Context: an optimization exercise on an open-source flow, tuned for small area, a short achievable clock period and few clock cycles. The choices shown serve that exercise and are no tape-out recipe.
Only simulation tests tie the RTL to the original design; equivalence was not proved.
Power is estimated from default activity; no workload was simulated.

==> flow/design.v <==
package tlv_pkg;
	localparam logic [4:0] ALGO_COUNT   = 5'd20;
	localparam logic [2:0] HDR_BYTES    = 3'd6;
	localparam logic [1:0] OUTER_FIELDS = 2'd3;
	localparam logic [1:0] INNER_FIELDS = 2'd2;
	localparam logic [1:0] KIND_OTHER  = 2'd0;
	localparam logic [1:0] KIND_DIGEST = 2'd1;
	localparam logic [1:0] KIND_PATH   = 2'd2;
	typedef struct packed {
		logic        first;
		logic [31:0] total_length;
		logic [7:0]  data_byte;
	} tlv_in_t;
	typedef struct packed {
		logic [1:0] byte_kind;
		logic [7:0] value_byte;
		logic [4:0] algo_code;
		logic       done_res;
		logic       status;
	} tlv_res_t;
	function automatic logic [6:0] digest_size(input logic [4:0] algo);
		logic [6:0] s;
		begin
			case (algo)
				5'd0, 5'd1, 5'd8, 5'd14:                  s = 7'd16;
				5'd2, 5'd3, 5'd15:                        s = 7'd20;
				5'd16:                                    s = 7'd24;
				5'd7:                                     s = 7'd28;
				5'd4, 5'd9, 5'd11, 5'd17, 5'd18:          s = 7'd32;
				5'd10:                                    s = 7'd40;
				5'd5, 5'd12:                              s = 7'd48;
				5'd6, 5'd13, 5'd19:                       s = 7'd64;
				default:                                  s = 7'd0;
			endcase
			digest_size = s;
		end
	endfunction
endpackage
module tlv_fifo (
	input  logic             clk,
	input  logic             arst_n,
	input  logic             in_valid,
	output logic             in_ready,
	input  tlv_pkg::tlv_in_t in_data,
	output logic             out_valid,
	input  logic             out_ready,
	output tlv_pkg::tlv_in_t out_data
);
	tlv_pkg::tlv_in_t    mem0_q, mem1_q;
	logic       wr_q, rd_q;
	logic [1:0] cnt_q;
	logic       push, pop;
	assign in_ready  = (cnt_q != 2'd2);
	assign out_valid = (cnt_q != 2'd0);
	assign out_data  = rd_q ? mem1_q : mem0_q;
	assign push      = in_valid && in_ready;
	assign pop       = out_valid && out_ready;
	always_ff @(posedge clk) begin
		if (push && !wr_q) mem0_q <= in_data;
		if (push && wr_q) mem1_q <= in_data;
	end
	always_ff @(posedge clk or negedge arst_n) begin
		if (!arst_n) begin
			wr_q  <= 1'b0;
			rd_q  <= 1'b0;
			cnt_q <= 2'd0;
		end else begin
			if (push) wr_q <= ~wr_q;
			if (pop) rd_q <= ~rd_q;
			cnt_q <= cnt_q + {1'b0, push} - {1'b0, pop};
		end
	end
endmodule
module tlv_entry_parser (
	input  logic              clk,
	input  logic              arst_n,
	input  logic              in_valid,
	output logic              in_ready,
	input  tlv_pkg::tlv_in_t  in_data,
	output logic              out_valid,
	input  logic              out_ready,
	output tlv_pkg::tlv_res_t out_data
);
	logic [31:0] outer_left_q, inner_left_q, value_left_q;
	logic [47:0] hdr_q;
	logic [2:0]  hcnt_q;
	logic        nest_q;
	logic [1:0]  field_q;
	logic [4:0]  algo_q;
	logic [7:0]  algo_hi_q;
	logic        failed_q;
	tlv_pkg::tlv_res_t    res_q;
	logic        res_valid_q;
	logic [31:0] ol, il, vl, ol_d, il_d, vl_d, avail, rem, len;
	logic [47:0] hdr_d;
	logic [2:0]  hc, hc_d;
	logic        nest, nest_d, failed, failed_d;
	logic [1:0]  field_d, kind;
	logic [4:0]  algo_d;
	logic [7:0]  algo_hi_d, b;
	logic        have, done;
	logic [15:0] fld, code;
	logic        take;
	assign in_ready = !res_valid_q || out_ready;
	assign take     = in_valid && in_ready;
	assign b        = in_data.data_byte;
	always_comb begin
		ol = outer_left_q; il = inner_left_q; vl = value_left_q;
		hdr_d = hdr_q; hc = hcnt_q; nest = nest_q; field_d = field_q;
		algo_d = algo_q; algo_hi_d = algo_hi_q; failed = failed_q;
		kind = tlv_pkg::KIND_OTHER; done = 1'b0; have = 1'b0;
		avail = '0; rem = '0; len = '0; fld = '0; code = '0;
		if (in_data.first) begin
			ol = in_data.total_length; il = '0; vl = '0; hdr_d = '0; hc = '0;
			nest = 1'b0; field_d = '0; algo_d = tlv_pkg::ALGO_COUNT; algo_hi_d = '0;
			failed = 1'b0;
			if (in_data.total_length == '0) done = 1'b1;
			else have = 1'b1;
		end else if (ol != '0) begin
			have = 1'b1;
		end
		if (have) begin
			if (failed) begin
				ol = ol - 32'd1;
			end else begin
				avail = nest ? il : ol;
				ol = ol - 32'd1;
				if (nest) il = il - 32'd1;
				if (vl != '0) begin
					vl = vl - 32'd1;
					if (nest) begin
						kind = (field_d == 2'd0) ? tlv_pkg::KIND_DIGEST : tlv_pkg::KIND_PATH;
					end else if (field_d == 2'd0) begin
						if (vl == 32'd1) begin
							algo_hi_d = b;
						end else if (vl == '0) begin
							code = {algo_hi_d, b};
							if (code >= {11'd0, tlv_pkg::ALGO_COUNT}) failed = 1'b1;
							else algo_d = code[4:0];
						end
					end
				end else if (hc == '0 && avail < {29'd0, tlv_pkg::HDR_BYTES}) begin
					failed = 1'b1;
				end else begin
					hdr_d = {hdr_d[39:0], b};
					hc = hc + 3'd1;
					if (hc >= tlv_pkg::HDR_BYTES) begin
						hc = '0;
						rem = nest ? il : ol;
						fld = hdr_d[47:32];
						len = hdr_d[31:0];
						if (fld >= {14'd0, (nest ? tlv_pkg::INNER_FIELDS : tlv_pkg::OUTER_FIELDS)}
							|| len > rem) begin
							failed = 1'b1;
						end else if (len != '0) begin
							field_d = fld[1:0];
							if (!nest && fld == 16'd0 && len != 32'd2) failed = 1'b1;
							else if (!nest && fld == 16'd1 && len != 32'd4) failed = 1'b1;
							else if (!nest && fld == 16'd2) begin
								nest = 1'b1; il = len; vl = '0; hc = '0;
							end else if (nest && fld == 16'd0 && (algo_d >= tlv_pkg::ALGO_COUNT
								|| len != {25'd0, tlv_pkg::digest_size(algo_d)})) begin
								failed = 1'b1;
							end else begin
								vl = len;
							end
						end
					end
				end
				if (!failed && nest && il == '0) nest = 1'b0;
				if (failed) kind = tlv_pkg::KIND_OTHER;
			end
			if (ol == '0) done = 1'b1;
		end
		ol_d = ol; il_d = il; vl_d = vl; hc_d = hc; nest_d = nest; failed_d = failed;
	end
	always_ff @(posedge clk or negedge arst_n) begin
		if (!arst_n) begin
			outer_left_q <= '0; inner_left_q <= '0; value_left_q <= '0;
			hdr_q <= '0; hcnt_q <= '0; nest_q <= 1'b0; field_q <= '0;
			algo_q <= tlv_pkg::ALGO_COUNT; algo_hi_q <= '0; failed_q <= 1'b0;
			res_valid_q <= 1'b0;
		end else begin
			if (take) begin
				outer_left_q <= ol_d; inner_left_q <= il_d; value_left_q <= vl_d;
				hdr_q <= hdr_d; hcnt_q <= hc_d; nest_q <= nest_d; field_q <= field_d;
				algo_q <= algo_d; algo_hi_q <= algo_hi_d; failed_q <= failed_d;
			end
			if (take) res_valid_q <= 1'b1;
			else if (out_ready) res_valid_q <= 1'b0;
		end
	end
	always_ff @(posedge clk) begin
		if (take) begin
			res_q.byte_kind  <= kind;
			res_q.value_byte <= (kind != tlv_pkg::KIND_OTHER) ? b : 8'd0;
			res_q.algo_code  <= algo_d;
			res_q.done_res   <= done;
			res_q.status     <= failed_d;
		end
	end
	assign out_valid = res_valid_q;
	assign out_data  = res_q;
endmodule
module tlv_digest_list_validator (
	input  logic        clk,
	input  logic        arst_n,
	input  logic        s_axis_tvalid,
	output logic        s_axis_tready,
	input  logic [39:0] s_axis_tdata,   
	input  logic        s_axis_tuser,   
	output logic        m_axis_tvalid,
	input  logic        m_axis_tready,
	output logic [15:0] m_axis_tdata,   
	output logic [2:0]  m_axis_tuser,   
	output logic        m_axis_tlast    
);
	tlv_pkg::tlv_in_t  in_beat, q_beat;
	tlv_pkg::tlv_res_t res;
	logic     q_valid, q_ready;
	assign in_beat.first        = s_axis_tuser;
	assign in_beat.total_length = s_axis_tdata[31:0];
	assign in_beat.data_byte    = s_axis_tdata[39:32];
	tlv_fifo u_fifo (
		.clk(clk), .arst_n(arst_n),
		.in_valid(s_axis_tvalid), .in_ready(s_axis_tready), .in_data(in_beat),
		.out_valid(q_valid), .out_ready(q_ready), .out_data(q_beat)
	);
	tlv_entry_parser u_parse (
		.clk(clk), .arst_n(arst_n),
		.in_valid(q_valid), .in_ready(q_ready), .in_data(q_beat),
		.out_valid(m_axis_tvalid), .out_ready(m_axis_tready), .out_data(res)
	);
	assign m_axis_tdata = {3'd0, res.algo_code, res.value_byte};
	assign m_axis_tuser = {res.status, res.byte_kind};
	assign m_axis_tlast = res.done_res;
endmodule
==> flow/run.sh <==
#!/bin/bash
# synth_recipe.tcl (not shown) runs the flow's synth.tcl, then flattens the netlist and writes it again
# the make line also repeats each setting of config.mk as NAME=value (left out here)
make -C /OpenROAD-flow-scripts/flow DESIGN_CONFIG=/design/flow/config.mk WORK_HOME=/design/flow/orfs CLKGATE_MAP_FILE= SYNTH_SCRIPT=/design/flow/synth_recipe.tcl finish
==> flow/config.mk <==
export PLATFORM = sky130hd
export DESIGN_NAME = tlv_digest_list_validator
export DESIGN_NICKNAME = tlv_digest_list_validator
export VERILOG_FILES = /design/flow/design.v
export SDC_FILE = /design/flow/constraint.sdc
export NUM_CORES = 4
export LEC_CHECK = 0
export CAP_MARGIN = 20
export CORE_MARGIN = 2
export CORE_UTILIZATION = 40
export SLEW_MARGIN = 20
==> flow/constraint.sdc <==
create_clock -name core_clock -period 6.0 [get_ports {clk}]
set_input_delay 1.2000 -clock core_clock [delete_from_list [all_inputs] [get_ports {clk}]]
set_output_delay 1.2000 -clock core_clock [all_outputs]
set_load 0.01 [all_outputs]
==> summary.txt <==
[state kept, by name, summed over array words and instances, names as in the netlist, 3 cells and up]
register,flops
u_fifo.mem0_q,41
u_fifo.mem1_q,41
u_parse.algo_hi_q,8
u_parse.algo_q,5
u_parse.hcnt_q,3
u_parse.hdr_q,40
u_parse.inner_left_q,32
u_parse.outer_left_q,32
u_parse.res_q,17
u_parse.value_left_q,32
[what timing repair did]
| item | in CTS | in global routing |
|---|---|---|
| setup endpoints to repair | 0 | 51 |
| endpoints found under the hold margin | 0 | 0 |
| gates resized for setup | 0 | 6 |
[per-layer routing]
layer	share of wire, %	vias to the layer above
met5	0	-
met4	4.0	0
met3	6.2	139
met2	46	641
met1	44	7237
li1	-	6712
[power by group through the flow]
stage	logic [uW]	clock network, uW	registers, uW
finish	4100	2080	2890
floorplan	2850	0	2620
CTS	4040	2110	2870
detailed placement	4020	0	2890
global route	4470	2180	2930
global placement	3980	0	2890
[logic make-up (layout without fill, tap and decap cells)]
| logic type | Yosys count | in the layout | share of synthesized area, % |
|---|---|---|---|
| other cells | 1 | 3 | 0.02254 |
| compound gates | 394 | 394 | 15.94 |
| fa+ha+maj | 48 | 48 | 3.610 |
| simple gates | 681 | 681 | 20.93 |
| buf+inv | 160 | 237 | 4.603 |
| flops | 260 | 260 | 42.10 |
| xor+xnor | 65 | 65 | 3.422 |
| mux | 153 | 153 | 9.371 |
[through the flow]
| stage | total power [uW] | utilization (%) | std cells |
|---|---|---|---|
| 3_5_place_dp | 6913 | 43.96 | 2317 |
| 3_3_place_gp | 6865 | 43.92 | 2316 |
| 4_1_cts | 9014 | 46.70 | 2373 |
| 5_1_grt | 9582 | 46.77 | 2373 |
| 2_1_floorplan | 5478 | - | 1764 |
| 6_report | 9064 | 46.77 | 2373 |
[worst max path at each step]
stage | start | to | slack [ps] | depth (start not counted)
2_1_floorplan | u_fifo.rd_q$_DFFE_PN0P_ | u_parse.inner_left_q[12]$_DFFE_PN0P_ | 500 | 21
3_3_place_gp | u_fifo.rd_q$_DFFE_PN0P_ | u_parse.inner_left_q[27]$_DFFE_PN0P_ | 300 | 20
4_1_cts | u_fifo.rd_q$_DFFE_PN0P_ | u_parse.inner_left_q[21]$_DFFE_PN0P_ | 240 | 20
6_report | u_fifo.rd_q$_DFFE_PN0P_ | u_parse.inner_left_q[10]$_DFFE_PN0P_ | 390 | 21
3_5_place_dp | u_fifo.rd_q$_DFFE_PN0P_ | u_parse.inner_left_q[21]$_DFFE_PN0P_ | 250 | 20
5_1_grt | u_fifo.rd_q$_DFFE_PN0P_ | u_parse.field_q[1]$_DFFE_PN0P_ | 50 | 19
[cell type report]
class / instances / area, sq um / area share (%)
flip-flops and latches: 260 / 7005 / 36.60
repair buffers: 129 / 1202 / 6.283
clock inverters: 19 / 270.3 / 1.412
clock buffers: 37 / 849.6 / 4.439
well taps: 532 / 665.6 / 3.478
multi-input cells: 1344 / 8950 / 46.76
inverters: 52 / 195.2 / 1.020
[cells in the final DEF (no fill, tap or decap), types with 16 or more instances in the layout]
cell type        count
nand4_1             30
inv_1               50
a21oi_1             49
clkbuf_16           32
nand3_1             41
a22o_1              46
nor3_1              61
clkdlybuf4s50_1     62
nor2_1             112
mux2i_1            146
ha_1                48
nor4_1              81
edfxtp_1            99
nand2_1            215
a21o_1              16
buf_4               60
dfrtp_1            158
xnor2_1             34
o21ai_0            135
xor2_1              31
==> flow_metrics.env <==
export IMPL_antenna_cells=0
export IMPL_r2r_end="u_parse.inner_left_q[10]$_DFFE_PN0P_"
export IMPL_clk_pin_slew_worst_paths_ps=70
export IMPL_die_height_um=207.9
export IMPL_fmaxAchievable_mhz=178.3
export IMPL_p_int_uw=5087
export IMPL_worstPathCellList="buf_4 -> mux2i_1 -> nor4_1 -> nand3_1 -> or2_2 -> nor3_1 -> xor2_1 -> o21ai_0 -> ha_1 -> a21o_1 -> a21o_1 -> a21oi_1 -> nor2_1 -> a2111oi_1 -> buf_4 -> nor2_1 -> nor3_2 -> buf_4 -> buf_12 -> mux2i_1 -> o21ai_0"
export IMPL_finalHoldWorstSlack_ps=489.3
export IMPL_pre_cts_ws_ps=253.6
export IMPL_powerDensity_nw_per_um2=473.6
export IMPL_hold_path_end="u_parse.field_q[0]$_DFFE_PN0P_"
export IMPL_cp_data_required_time_ps=6410
export IMPL_grt_met3_usage_pct=3.245
export IMPL_dp_hpwl_mm=41.05
export IMPL_count_leader_synth="nand2_1"
export IMPL_firstDrtPassIters=6
export IMPL_share_comb_of_total_power_pct=45.2
export IMPL_postSynth_asyncResetShare_pct=61.92
export IMPL_period_share_pct=93.46
export IMPL_htree_levels=1
export IMPL_placed_area_sq_um=17990
export IMPL_final_hold_violation_count=0
export IMPL_die_area_sq_um=43240
export IMPL_final_setup_viol_count=0
export IMPL_routabilityCongestion=0.9401
export IMPL_run_status="no timing/DRC/antenna violations"
export IMPL_synth_seq_cells=260
export IMPL_slew_violations=0
export IMPL_grt_util_met2_pct=40.84
export IMPL_track_usage_pct=25.08
export IMPL_cts_root_buffer_cell="clkbuf_16"
export IMPL_setup_repair_after_global_routing_missed_its_margin="no"
export IMPL_clkLatencyLatePin_ps=580
export IMPL_cell_taking_the_most_area_after_synthesis="dfrtp_1"
export IMPL_first_pass_grt_wire_length_mm=86.25
export IMPL_first_global_vias=14320
export IMPL_worst_path_setup_slack_after_routing_ps=392.5
export IMPL_drt_initial_drc_count=1726
export IMPL_max_cap_violations=0
export IMPL_grt_busiest_layer="met2"
export IMPL_synth_area_per_cell_sq_um=9.442
export IMPL_p_leak_uw=0.007905
export IMPL_tightest_pin_transition_ps=944.4
export IMPL_combined_area_of_all_synthesized_cells_sq_um=16640
export IMPL_synth_warnings=2
export IMPL_worst_hold_startpoint="u_parse.field_q[0]$_DFFE_PN0P_"
export IMPL_critical_path_most_common_cell="buf_4"
export IMPL_number_of_cell_instances_on_the_worst_register_to_register_path=21
export IMPL_worstHoldPathType="reg2reg"
export IMPL_via_count=14730
export IMPL_pin_count=67
export IMPL_tritoncts_buffer_count=30
export IMPL_detail_routed_net_length_per_standard_cell_um=23.44
export IMPL_synth_top_cell_area_share_pct=23.92
export IMPL_synth_enable_flop_cells=99
export IMPL_finish_net_count=1910
export IMPL_r2r_setup_slack_ps=390
export IMPL_cts_tree="done"
export IMPL_hold_path_cell_count=1
export IMPL_initial_core_util_pct=40.65
export IMPL_end_kind="flop"
export IMPL_worst_path_dominant_cell_family="simple AND/OR/NAND/NOR gates"
export IMPL_holdBufCountCts=0
export IMPL_timing_setup_tns_ps=0
export IMPL_wl_mm=55.63
export IMPL_globalRoute_totalOverflow=0
export IMPL_finalClockSkew_ps=17.85
export IMPL_dieWidth_um=207.9
export IMPL_power_switching_fraction_pct=43.88
export IMPL_groute_layer_met1_usage_pct=34.43
export IMPL_sequentialPowerShare_pct=31.9
export IMPL_antenna_violating_nets_left=0
export IMPL_setup_worst_path_class="reg2reg"
export IMPL_cts_root_to_sink_buffers=3
export IMPL_max_slew_margin_pct=36.46
export IMPL_top_cell_types_by_occurrence_after_synthesis="215 x nand2_1, 159 x dfrtp_1, 147 x mux2i_1, 136 x o21ai_0, 116 x nor2_1"
export IMPL_rows=74
export IMPL_tritoncts_num_sinks=260
export IMPL_worst_ep_arrival_time_ps=6020
export IMPL_critPathMaxFanout=18
export IMPL_area_growth_pct=15.04
export IMPL_io_buffer_count=63
export IMPL_critical_path_max_stage_delay_ps=590
export IMPL_post_cts_setup_buffer_count=0
export IMPL_clock_power_share_pct=22.9
export IMPL_per_cell_via_count_in_the_routed_design=6.207
export IMPL_synth_lib_cells_used_distinct=102
export IMPL_core_area_sq_um=40920
export IMPL_synth_seq_area_share_pct=42.10
export IMPL_grt_max_degree=85
export IMPL_synth_top_flop_cell="dfrtp_1"
export IMPL_syn_instance_count=1762
export IMPL_post_synth_main_area_contributors="dfrtp_1 24%, edfxtp_1 18%, mux2i_1 8.8%, nand2_1 4.9%, o21ai_0 4.1%"
export IMPL_antenna_violations_before_repair=0
export IMPL_drive_gt1_share_pct=10.16
export IMPL_fin_crit_ps=5608
export IMPL_fillerInstances=3910
export IMPL_net_switching_power_uw=3977
export IMPL_finish_instance_area_sq_um=19140
export IMPL_ir_worst_vdd_uv=288.0
export IMPL_cp_num_buf_inv=4
export IMPL_critPathSlowestCell="dfrtp_2"
export IMPL_drc=0
export IMPL_r2r_start="u_fifo.rd_q$_DFFE_PN0P_"
export IMPL_critical_path_startpoint_type="flop"
Testbench counts, summed over its fixed seeds: cycles 61,224.

[separate check: timing with driven ports]
Ports are ideal in the flow. The routed layout listed here was re-timed in OpenROAD.
Step 1 assumes that a clkbuf_16 drives the clock port and a buf_2 every other input.
Step 2 times the ports against the registers' clock, not the clock port: input delays grow and output delays shrink by t, the midpoint of the rising clock arrivals with the driver on.
Three values: no drivers, after step 1, after step 2; two values: the first two.
t, ns: 0.626
setup WS [ns]: 0.392 / 0.392 / 0.392
worst setup path at the end: register to register
latest minus earliest clock arrival (ns): 0.018 / 0.018
After both steps this run still meets setup and hold. The setup slack of this run moves by 0.000 ns with the drivers and by 0.000 ns with both steps.
